Source: an optimization exercise on an open RTL-to-GDS flow (aim: small area, a short achievable clock period and few clock cycles per item). Production flows keep margins and buffers that such runs may drop. Function was checked by simulation only, so behaviour that the tests miss may differ from the original. No activity file was given, so power comes from the tool's default toggle rates.

==> flow/design.v (excerpt) <==
module dadda_mul
(
    input  logic        clk,
    input  logic        rst_n,
    input  logic        in_valid,
    input  logic        mode,
    input  logic [15:0] a,
    input  logic [15:0] b,
    output logic        out_valid,
    output logic [15:0] hi,
    output logic [15:0] lo
);
For scale: ~1,200 cells after synthesis, about 240 flip-flops, ~12,000 µm² of cells after synthesis.
make LEC_CHECK=0 ABC_AREA=1 CAP_MARGIN=20 CORE_MARGIN=2 CORE_UTILIZATION=60 CTS_BUF_LIST='sky130_fd_sc_hd__clkbuf_4 sky130_fd_sc_hd__clkbuf_8' SETUP_SLACK_MARGIN=1.9 SLEW_MARGIN=20 finish   # period 4.0 ns
run.sh (not shown) runs the stock make flow with config.mk's settings and CLKGATE_MAP_FILE= SYNTH_SCRIPT=/design/flow/synth_recipe.tcl, a recipe that flattens the netlist after the stock synthesis.
Testbench counts at the start, summed over its fixed seeds: cycles 16,024, items 16,000.
==> next run, changes <==
- CORE_UTILIZATION: 60 -> 40
- CTS_BUF_LIST: sky130_fd_sc_hd__clkbuf_4 sky130_fd_sc_hd__clkbuf_8 -> default
What happened: Non-clock buffer count increases by 4; worst setup slack improved by 66 ps; wire length is lower by 0.91%; total power is higher by 1.9%; synthesized area does not change; count of clock-buffer cells in the layout came out lower by 28.
==> next run, changes <==
- SETUP_SLACK_MARGIN: 1.9 -> default
Result: Clock power climbs by a few percent. Via count drops by roughly a tenth. Routed wire length drops by roughly a tenth. Total power drops slightly. Maximum frequency drops by about a fifth. Utilization drops by 6.4 points. Register-to-register slack is worse by 390 ps. Worst hold slack stays flat. Design area drops by roughly a tenth. Clock skew hardly moves.


epsilon:
Another version of the RTL of dadda_mul (not shown whole).
For scale: roughly 1,200 cells after synthesis, about 260 flip-flops, roughly 69 I/O pins.
Settings: LEC_CHECK=0, ABC_AREA=1, CAP_MARGIN=20, CORE_MARGIN=2, CORE_UTILIZATION=40, CTS_CLUSTER_DIAMETER=150, CTS_CLUSTER_SIZE=30, SETUP_SLACK_MARGIN=2.05, SLEW_MARGIN=20, SYNTH_HIERARCHICAL=1, SYNTH_MINIMUM_KEEP_SIZE=0; clock period 4.0 ns.
standard.sh (not shown) runs the stock make flow with config.mk's settings and CLKGATE_MAP_FILE= SYNTH_SCRIPT=/design/flow/synth_recipe.tcl, a recipe that flattens the netlist after the stock synthesis.
==> flow/flow/run.sh <==
#!/bin/bash
# Standard ORFS layout, except that the port buffers are plain buf_1 cells
# (the default choice is a slow delay-buffer cell).
set -euo pipefail
bash standard.sh BUFFER_PORTS_ARGS="-buffer_cell sky130_fd_sc_hd__buf_1" finish > standard.log 2>&1
Testbench counts of epsilon, summed over its fixed seeds: cycles 16,024, items 16,000.
## Diff of input files: gamma against epsilon
==> flow/run.sh (new file) <==
#!/bin/bash
# synth_recipe.tcl (not shown) runs the flow's synth.tcl, then flattens the netlist and writes it again
# the make line also repeats each setting of config.mk as NAME=value (left out here)
make -C /OpenROAD-flow-scripts/flow DESIGN_CONFIG=/design/flow/config.mk WORK_HOME=/design/flow/orfs CLKGATE_MAP_FILE= SYNTH_SCRIPT=/design/flow/synth_recipe.tcl finish
diff --git a/flow/config.mk b/flow/config.mk
--- a/flow/config.mk
+++ b/flow/config.mk
@@ -14 +14,2 @@
-export SETUP_SLACK_MARGIN = 2.05
+export GPL_TIMING_DRIVEN = 1
+export SETUP_SLACK_MARGIN = 2.1
removed: flow/flow/run.sh
removed: flow/standard.sh
## What came out
gamma: flow completed, timing, DRC and antenna clean. On number of port buffers, epsilon tracks gamma almost exactly. Power share of the clock group ends up lower on gamma. Area of all placed cells without fillers for gamma: 410 sq um up relative to epsilon. Compared with epsilon, gamma shows a higher global-route wire length before repair. A biggest power consumer among the groups of combinational logic is what gamma shows, while registers belongs to epsilon.


Setup of oak:
Starting RTL as in the previous note.
clock: 4.0 ns
lec_check: 0
abc_area: 1
cap_margin: 20
core_margin: 2
core_utilization: 40
cts_cluster_diameter: 150
cts_cluster_size: 30
setup_slack_margin: 2.15
slew_margin: 20
synth_hierarchical: 1
synth_minimum_keep_size: 0
==> flow/flow/run.sh <==
#!/bin/bash
# Standard ORFS layout, except that the port buffers are plain buf_1 cells
# (the default choice is a slow delay-buffer cell).
set -euo pipefail
bash standard.sh BUFFER_PORTS_ARGS="-buffer_cell sky130_fd_sc_hd__buf_1" finish > standard.log 2>&1
Every stage of the flow completed for oak, and the final layout passed the timing, design-rule and antenna checks.
Testbench counts of oak, summed over its fixed seeds: cycles 16,024, items 16,000.
[inputs] pine vs oak
Settings: changing SETUP_SLACK_MARGIN from 2.15 to 2.1.
Results
- Any difference in worst setup slack between pine and oak is small enough to ignore.
- End-of-flow core utilization is higher on oak
- Re count of clock buffers in the final design: pine is 1 up on oak.
- Compared with oak, in pine via count increased 0.38%; maximum frequency comparable.
--- input diff pine..birch ---
Settings: changing SETUP_SLACK_MARGIN from 2.1 to 2.2.
==> flow/run.sh (new file) <==
#!/bin/bash
# synth_recipe.tcl (not shown) runs the flow's synth.tcl, then flattens the netlist and writes it again
# the make line also repeats each setting of config.mk as NAME=value (left out here)
make -C /OpenROAD-flow-scripts/flow DESIGN_CONFIG=/design/flow/config.mk WORK_HOME=/design/flow/orfs CLKGATE_MAP_FILE= SYNTH_SCRIPT=/design/flow/synth_recipe.tcl finish
removed: flow/flow/run.sh
removed: flow/standard.sh
[summary]
From pine to birch the numbers moved as follows: number of buffers and inverters on the critical path held, clock skew went down 0.0093 ns.
[compare] base=pine new=birch: highest cell delay on the worst timing path increased by 0.03 ns relative to the old numbers, fraction of power spent switching nets closely matched the old numbers, core utilization increased by 1.5 points relative to the old numbers.
diff inputs: birch => maple
Settings: swapping 2.2 for 2.1 in SETUP_SLACK_MARGIN.
Results
- Share of the core filled with cells: maple < birch
- Taking birch as the reference point, the first-iteration DRC count of maple falls by about 6%.
- The overall global routing resource usage was comparable across birch and maple.
- Delta(non-clock buffer count, maple - birch) < 0
- Start point of the critical path = c285_q2$_DFF_P_: birch; start point of the critical path = s248_q2$_DFF_P_: maple
- Summary: total power after layout, maple better than birch

-- afterwards: timing with drivers on the ports --
The flow's constraints put no driver on any port. The routed layouts listed below were extracted and timed again, unchanged, in two steps.
Step 1 (the two cells are an assumption about what drives the block):
set clk [get_ports {clk}]
set_driving_cell -lib_cell sky130_fd_sc_hd__clkbuf_16 $clk
set_driving_cell -lib_cell sky130_fd_sc_hd__buf_2 [delete_from_list [all_inputs] $clk]
Step 2, shift: input delay + t, output delay - t, t = (earliest + latest rising clock arrival at the registers) / 2. This alone moves slack from input paths to output paths.
Three values: ideal, step 1, step 2; two values: the first two.
run | shift t [ns] | setup slack, ns | worst setup path at the end | slew at the worst register clock pin (ns)
the first run of note 1 | 0.574 | 1.710 / 1.710 / 1.710 | register to register | 0.07 / 0.07
the second run of note 1 | 0.583 | 1.776 / 1.776 / 1.776 | register to register | 0.07 / 0.07
the third run of note 1 | 0.571 | 1.384 / 1.384 / 1.384 | register to register | 0.07 / 0.07
epsilon | 0.536 | 2.030 / 2.030 / 2.030 | register to register | 0.12 / 0.12
gamma | 0.532 | 2.071 / 2.071 / 2.071 | register to register | 0.12 / 0.12
oak | 0.534 | 2.054 / 2.054 / 2.054 | register to register | 0.11 / 0.11
pine | 0.537 | 2.056 / 2.056 / 2.056 | register to register | 0.12 / 0.12
birch | 0.526 | 2.051 / 2.051 / 2.051 | register to register | 0.11 / 0.11
maple | 0.532 | 2.071 / 2.071 / 2.071 | register to register | 0.12 / 0.12
After both steps every run listed still meets setup and hold.
